This design comes from an exercise in tuning for small area, a short achievable clock period and few clock cycles per item on the open sky130 flow, not from production work.
Function was checked by simulation only, so behaviour that the tests miss may differ from the original.

v3:
## square_root_unit
module square_root_unit
#(
    parameter int FRAC_BITS = 16
) (
    input  logic                                  aclk,
    input  logic                                  aresetn,
    input  logic                                  s_valid,
    output logic                                  s_ready,
    input  logic signed [sru_pkg::RADICAND_W-1:0] s_radicand,
    output logic                                  m_valid,
    input  logic                                  m_ready,
    output logic        [sru_pkg::ROOT_W-1:0]     m_root,
    output logic                                  m_invalid
);
Size in the first run: ~3300 cells after synthesis, roughly 63 I/O pins, ~28000 um^2 of cells after synthesis.
make LEC_CHECK=0 ABC_AREA=1 CAP_MARGIN=20 CORE_MARGIN=2 CORE_UTILIZATION=50 CTS_BUF_LIST=sky130_fd_sc_hd__clkbuf_8 CTS_CLUSTER_DIAMETER=50 CTS_CLUSTER_SIZE=16 SLEW_MARGIN=20 finish   # period 4.5 ns
run.sh (not shown) runs the stock make flow with config.mk's settings and CLKGATE_MAP_FILE= SYNTH_SCRIPT=/design/flow/synth_recipe.tcl, a recipe that flattens the netlist after the stock synthesis.
Testbench counts of v3, summed over its fixed seeds: cycles 32,088, items 32,000.
diff inputs: v3 => v11
# v3
export LEC_CHECK = 0
export ABC_AREA = 1
export CAP_MARGIN = 20
export CORE_MARGIN = 2
export CORE_UTILIZATION = 50
export CTS_BUF_LIST = sky130_fd_sc_hd__clkbuf_8
export CTS_CLUSTER_DIAMETER = 50
export CTS_CLUSTER_SIZE = 16
export SLEW_MARGIN = 20
create_clock -name core_clock -period 4.5 [get_ports {aclk}]
# v11
export LEC_CHECK = 0
export ABC_AREA = 1
export CAP_MARGIN = 20
export CORE_MARGIN = 2
export CORE_UTILIZATION = 50
export CTS_BUF_LIST = sky130_fd_sc_hd__clkbuf_16
export CTS_CLUSTER_DIAMETER = 80
export CTS_CLUSTER_SIZE = 32
export SLEW_MARGIN = 20
create_clock -name core_clock -period 4.5 [get_ports {aclk}]
==> flow/flow/run.sh (new file) <==
#!/bin/bash
set -euo pipefail
bash standard.sh ADDER_MAP_FILE= finish > flow_make.log 2>&1
==> flow/standard.sh (new file) <==
#!/bin/bash
# synth_recipe.tcl (not shown) runs the flow's synth.tcl, then flattens the netlist and writes it again
# the make line also repeats each setting of config.mk as NAME=value (left out here)
make -C /OpenROAD-flow-scripts/flow DESIGN_CONFIG=/design/flow/config.mk WORK_HOME=/design/flow/orfs CLKGATE_MAP_FILE= SYNTH_SCRIPT=/design/flow/synth_recipe.tcl "${@:-finish}"
removed: flow/run.sh
## What came out
v11 ended with every stage complete and zero timing, DRC or antenna violations.
Going from v3 to v11, non-clock buffer count shrank by more than a quarter.
Per the comparison of v11 with v3, slack of the critical path now sits higher; core utilization now sits lower; routed wire length now sits higher; share of post-route cells with drive strength above 1 now sits lower.
Area: v11 vs v3 -> v11 larger
[compare] base=v3 new=v11: met2 routed wirelength rose by 7.3 mm, slack of the worst reg-to-reg path has increased.

========
== build 56 ==
Starting RTL as in the previous note.
// square_root_unit
module square_root_unit
#(
    parameter int FRAC_BITS = 16
) (
    input  logic                                  aclk,
    input  logic                                  aresetn,
    input  logic                                  s_valid,
    output logic                                  s_ready,
    input  logic signed [sru_pkg::RADICAND_W-1:0] s_radicand,
    output logic                                  m_valid,
    input  logic                                  m_ready,
    output logic        [sru_pkg::ROOT_W-1:0]     m_root,
    output logic                                  m_invalid
);
make LEC_CHECK=0 ABC_AREA=1 CAP_MARGIN=20 CORE_MARGIN=2 CORE_UTILIZATION=50 CTS_BUF_LIST=sky130_fd_sc_hd__clkbuf_16 CTS_CLUSTER_DIAMETER=80 CTS_CLUSTER_SIZE=32 SLEW_MARGIN=20 finish   # period 4.5 ns
Stock flow here: none of the scripts above is used.
Testbench counts of build 56, summed over its fixed seeds: cycles 32,088, items 32,000.
Setup changes, build 56 to build 9
- an added SETUP_SLACK_MARGIN of 0.9
==> flow/flow/run.sh (new file) <==
#!/bin/bash
set -euo pipefail
bash standard.sh ADDER_MAP_FILE= finish > flow_make.log 2>&1
==> flow/standard.sh (new file) <==
#!/bin/bash
# synth_recipe.tcl (not shown) runs the flow's synth.tcl, then flattens the netlist and writes it again
# the make line also repeats each setting of config.mk as NAME=value (left out here)
make -C /OpenROAD-flow-scripts/flow DESIGN_CONFIG=/design/flow/config.mk WORK_HOME=/design/flow/orfs CLKGATE_MAP_FILE= SYNTH_SCRIPT=/design/flow/synth_recipe.tcl "${@:-finish}"
removed: flow/run.sh
Notes after the runs:
The routed wire length of build 9 is higher than that of build 56.
The lower share of the core filled with cells in the final layout came out of build 56.
The lower number of standard cells in the final layout excluding fillers of build 56 and build 9 is in build 56.
Summary of build 9 over build 56: worst-case hold slack moved down.
What build 67 does differently from build 9 at the input level:
- SETUP_SLACK_MARGIN: 0.9 -> 0.6
--- outcome ---
Per the comparison of build 67 with build 9, routing usage on met2 went down; DRC violations left did not really move; maximum fanout count along the critical path went down. Taking build 9 as the reference point, the detailed-route wire length of build 67 falls by about 1.3%. A critical setup path kind of reg2reg is what build 67 shows, while in2out belongs to build 9. Diff build 9 -> build 67: cell count along the critical path +19; path depth of the worst reg2reg path +about 4.5%; sequential cell area share +0.90 points.
Relative to build 67, the following input files were edited for build 83:
- CORE_UTILIZATION now 65, was 50
- SETUP_SLACK_MARGIN no longer set, was 0.6
- PLACE_DENSITY now 0.75, previously not set
==> flow/run.sh (new file) <==
#!/bin/bash
# synth_recipe.tcl (not shown) runs the flow's synth.tcl, then flattens the netlist and writes it again
# the make line also repeats each setting of config.mk as NAME=value (left out here)
make -C /OpenROAD-flow-scripts/flow DESIGN_CONFIG=/design/flow/config.mk WORK_HOME=/design/flow/orfs CLKGATE_MAP_FILE= SYNTH_SCRIPT=/design/flow/synth_recipe.tcl finish
removed: flow/flow/run.sh
removed: flow/standard.sh
Sort build 67 and build 83 by number of clock buffers in the layout, descending, and build 67 comes first.
Relative to build 67, the routed wire length measured on build 83 has decreased by more than 10%.
Delta (build 83 minus build 67): inverter count shows a reduction of 357, pre-CTS setup slack shows a reduction of 0.60 ns, met2 wirelength from detailed routing shows a reduction of 17%, die width shows a reduction of 42 um, sum of routed wire segments on met1 shows a reduction of about 24%.
Build 83 vs build 67 — placeable core area dropped 19000 sq um.
The clock skew of build 83 was superior to that of build 67.
STATUS die area: build 83 wins against build 67

========
Starting RTL as in the previous note.
==> flow/design.v (excerpt) <==
module square_root_unit
#(
    parameter int FRAC_BITS = 16
) (
    input  logic                                  aclk,
    input  logic                                  aresetn,
    input  logic                                  s_valid,
    output logic                                  s_ready,
    input  logic signed [sru_pkg::RADICAND_W-1:0] s_radicand,
    output logic                                  m_valid,
    input  logic                                  m_ready,
    output logic        [sru_pkg::ROOT_W-1:0]     m_root,
    output logic                                  m_invalid
);
export LEC_CHECK = 0
export ABC_AREA = 1
export CAP_MARGIN = 20
export CORE_MARGIN = 2
export CORE_UTILIZATION = 50
export CTS_BUF_LIST = sky130_fd_sc_hd__clkbuf_16
export CTS_CLUSTER_DIAMETER = 80
export CTS_CLUSTER_SIZE = 32
export SETUP_SLACK_MARGIN = 1.0
export SLEW_MARGIN = 20
create_clock -name core_clock -period 4.5 [get_ports {aclk}]
standard.sh (not shown) runs the stock make flow with config.mk's settings and CLKGATE_MAP_FILE= SYNTH_SCRIPT=/design/flow/synth_recipe.tcl, a recipe that flattens the netlist after the stock synthesis.
==> flow/flow/run.sh <==
#!/bin/bash
set -euo pipefail
bash standard.sh ADDER_MAP_FILE= finish > flow_make.log 2>&1
The starting point completed with no timing, DRC or antenna violations.
Testbench counts at the start, summed over its fixed seeds: cycles 32,088, items 32,000.
Rerun with:
Settings changed: CORE_UTILIZATION 50 to 60, SETUP_SLACK_MARGIN 1.0 to 0.8.
Effect: Clock-buffer cell count drops by 2. Flip-flop and latch count is unchanged. Final area drops by about 5%. Wire length drops by about 6%. Setup slack loses 0.15 ns. Maximum frequency drops by 4.1%. Cell count drops by about 4%. Die area drops by 16%.
Rerun with:
==> flow/run.sh (new file) <==
#!/bin/bash
# synth_recipe.tcl (not shown) runs the flow's synth.tcl, then flattens the netlist and writes it again
# the make line also repeats each setting of config.mk as NAME=value (left out here)
make -C /OpenROAD-flow-scripts/flow DESIGN_CONFIG=/design/flow/config.mk WORK_HOME=/design/flow/orfs CLKGATE_MAP_FILE= SYNTH_SCRIPT=/design/flow/synth_recipe.tcl finish
Settings changed: CORE_UTILIZATION 60 to 65, CTS_CLUSTER_DIAMETER 80 to 60, CTS_CLUSTER_SIZE 32 to 30, PLACE_DENSITY from default to 0.75, SETUP_SLACK_MARGIN 0.8 to default.
removed: flow/flow/run.sh
removed: flow/standard.sh
- wire length decreases by about 16%
- area after synthesis decreases by about 10%
- utilization increases by 6.0 points
- clock-buffer cell count increases by 10
Rerun with:
Settings changed: CORE_UTILIZATION 65 to 50, PLACE_DENSITY 0.75 to default.
After rerunning: Synthesized cell count does not change; fmax went up slightly; routed wire length went up slightly; critical path depth stays the same; setup slack is better by 0.023 ns.
Rerun with:
==> flow/flow/run.sh (new file) <==
#!/bin/bash
set -euo pipefail
bash standard.sh ADDER_MAP_FILE= finish > flow_make.log 2>&1
==> flow/standard.sh (new file) <==
#!/bin/bash
# synth_recipe.tcl (not shown) runs the flow's synth.tcl, then flattens the netlist and writes it again
# the make line also repeats each setting of config.mk as NAME=value (left out here)
make -C /OpenROAD-flow-scripts/flow DESIGN_CONFIG=/design/flow/config.mk WORK_HOME=/design/flow/orfs CLKGATE_MAP_FILE= SYNTH_SCRIPT=/design/flow/synth_recipe.tcl "${@:-finish}"
Settings changed: CTS_CLUSTER_DIAMETER 60 to 80, CTS_CLUSTER_SIZE 30 to 32, SETUP_SLACK_MARGIN from default to 0.8.
removed: flow/run.sh
The new run produced a clean layout.
Via count rose by 30%.
Die area grows by about 11%.
Hold slack got worse by 0.011 ns.
Worst setup slack gets better by 0.76 ns.
Synthesized area rises by about 12%.
Wire length rises by about 22%.
Critical path depth shrinks by 13.
Final area grows by about 11%.
Clock skew rises by 0.012 ns.

==> static timing again, ports no longer ideal <==
In the flow no input, the clock included, has a driving cell. The finished layouts below were timed again as built, in two steps. Step 1: set_driving_cell puts a clkbuf_16 on aclk and a buf_2 on each other input, an assumption about the parent block. Step 2 moves the port delays by t, midway between the first and last clock arrival at a register: inputs arrive t later, outputs are due t later. That takes back most of the time a late clock gives input paths. Slacks: ideal / step 1 / step 2; pairs: ideal / step 1.
run | t, ns | setup WS [ns] | hold WS [ns] | worst setup path at the end | slew at the worst register clock pin (ns)
v3 | 0.723 | 0.270 / 0.270 / 0.270 | 0.424 / 0.424 / 0.424 | register to register | 0.09 / 0.09
v11 | 0.695 | 0.549 / 0.549 / 0.549 | 0.427 / 0.427 / 0.427 | register to register | 0.10 / 0.10
build 56 | 0.676 | 0.284 / 0.284 / 0.284 | 0.416 / 0.416 / 0.416 | register to register | 0.10 / 0.10
build 9 | 0.681 | 1.034 / 1.011 / 1.011 | 0.402 / 0.402 / 0.402 | input to output | 0.11 / 0.11
build 67 | 0.637 | 0.828 / 0.828 / 0.828 | 0.406 / 0.406 / 0.406 | register to register | 0.11 / 0.11
build 83 | 0.639 | 0.238 / 0.238 / 0.238 | 0.427 / 0.427 / 0.427 | register to register | 0.11 / 0.11
the first run of note 3 | 0.680 | 1.105 / 1.105 / 1.105 | 0.400 / 0.400 / 0.400 | register to register | 0.11 / 0.11
the second run of note 3 | 0.663 | 0.958 / 0.958 / 0.958 | 0.416 / 0.416 / 0.416 | register to register | 0.11 / 0.11
the third run of note 3 | 0.618 | 0.216 / 0.216 / 0.216 | 0.422 / 0.422 / 0.422 | register to register | 0.10 / 0.10
the fourth run of note 3 | 0.637 | 0.240 / 0.240 / 0.240 | 0.418 / 0.418 / 0.418 | register to register | 0.10 / 0.10
the fifth run of note 3 | 0.639 | 0.995 / 0.971 / 0.971 | 0.407 / 0.407 / 0.407 | input to output | 0.11 / 0.11
After both steps every run listed still meets setup and hold. For the fifth run of note 3, which loses most, drivers alone change the setup slack by -0.024 ns; drivers and shift together by -0.024 ns.
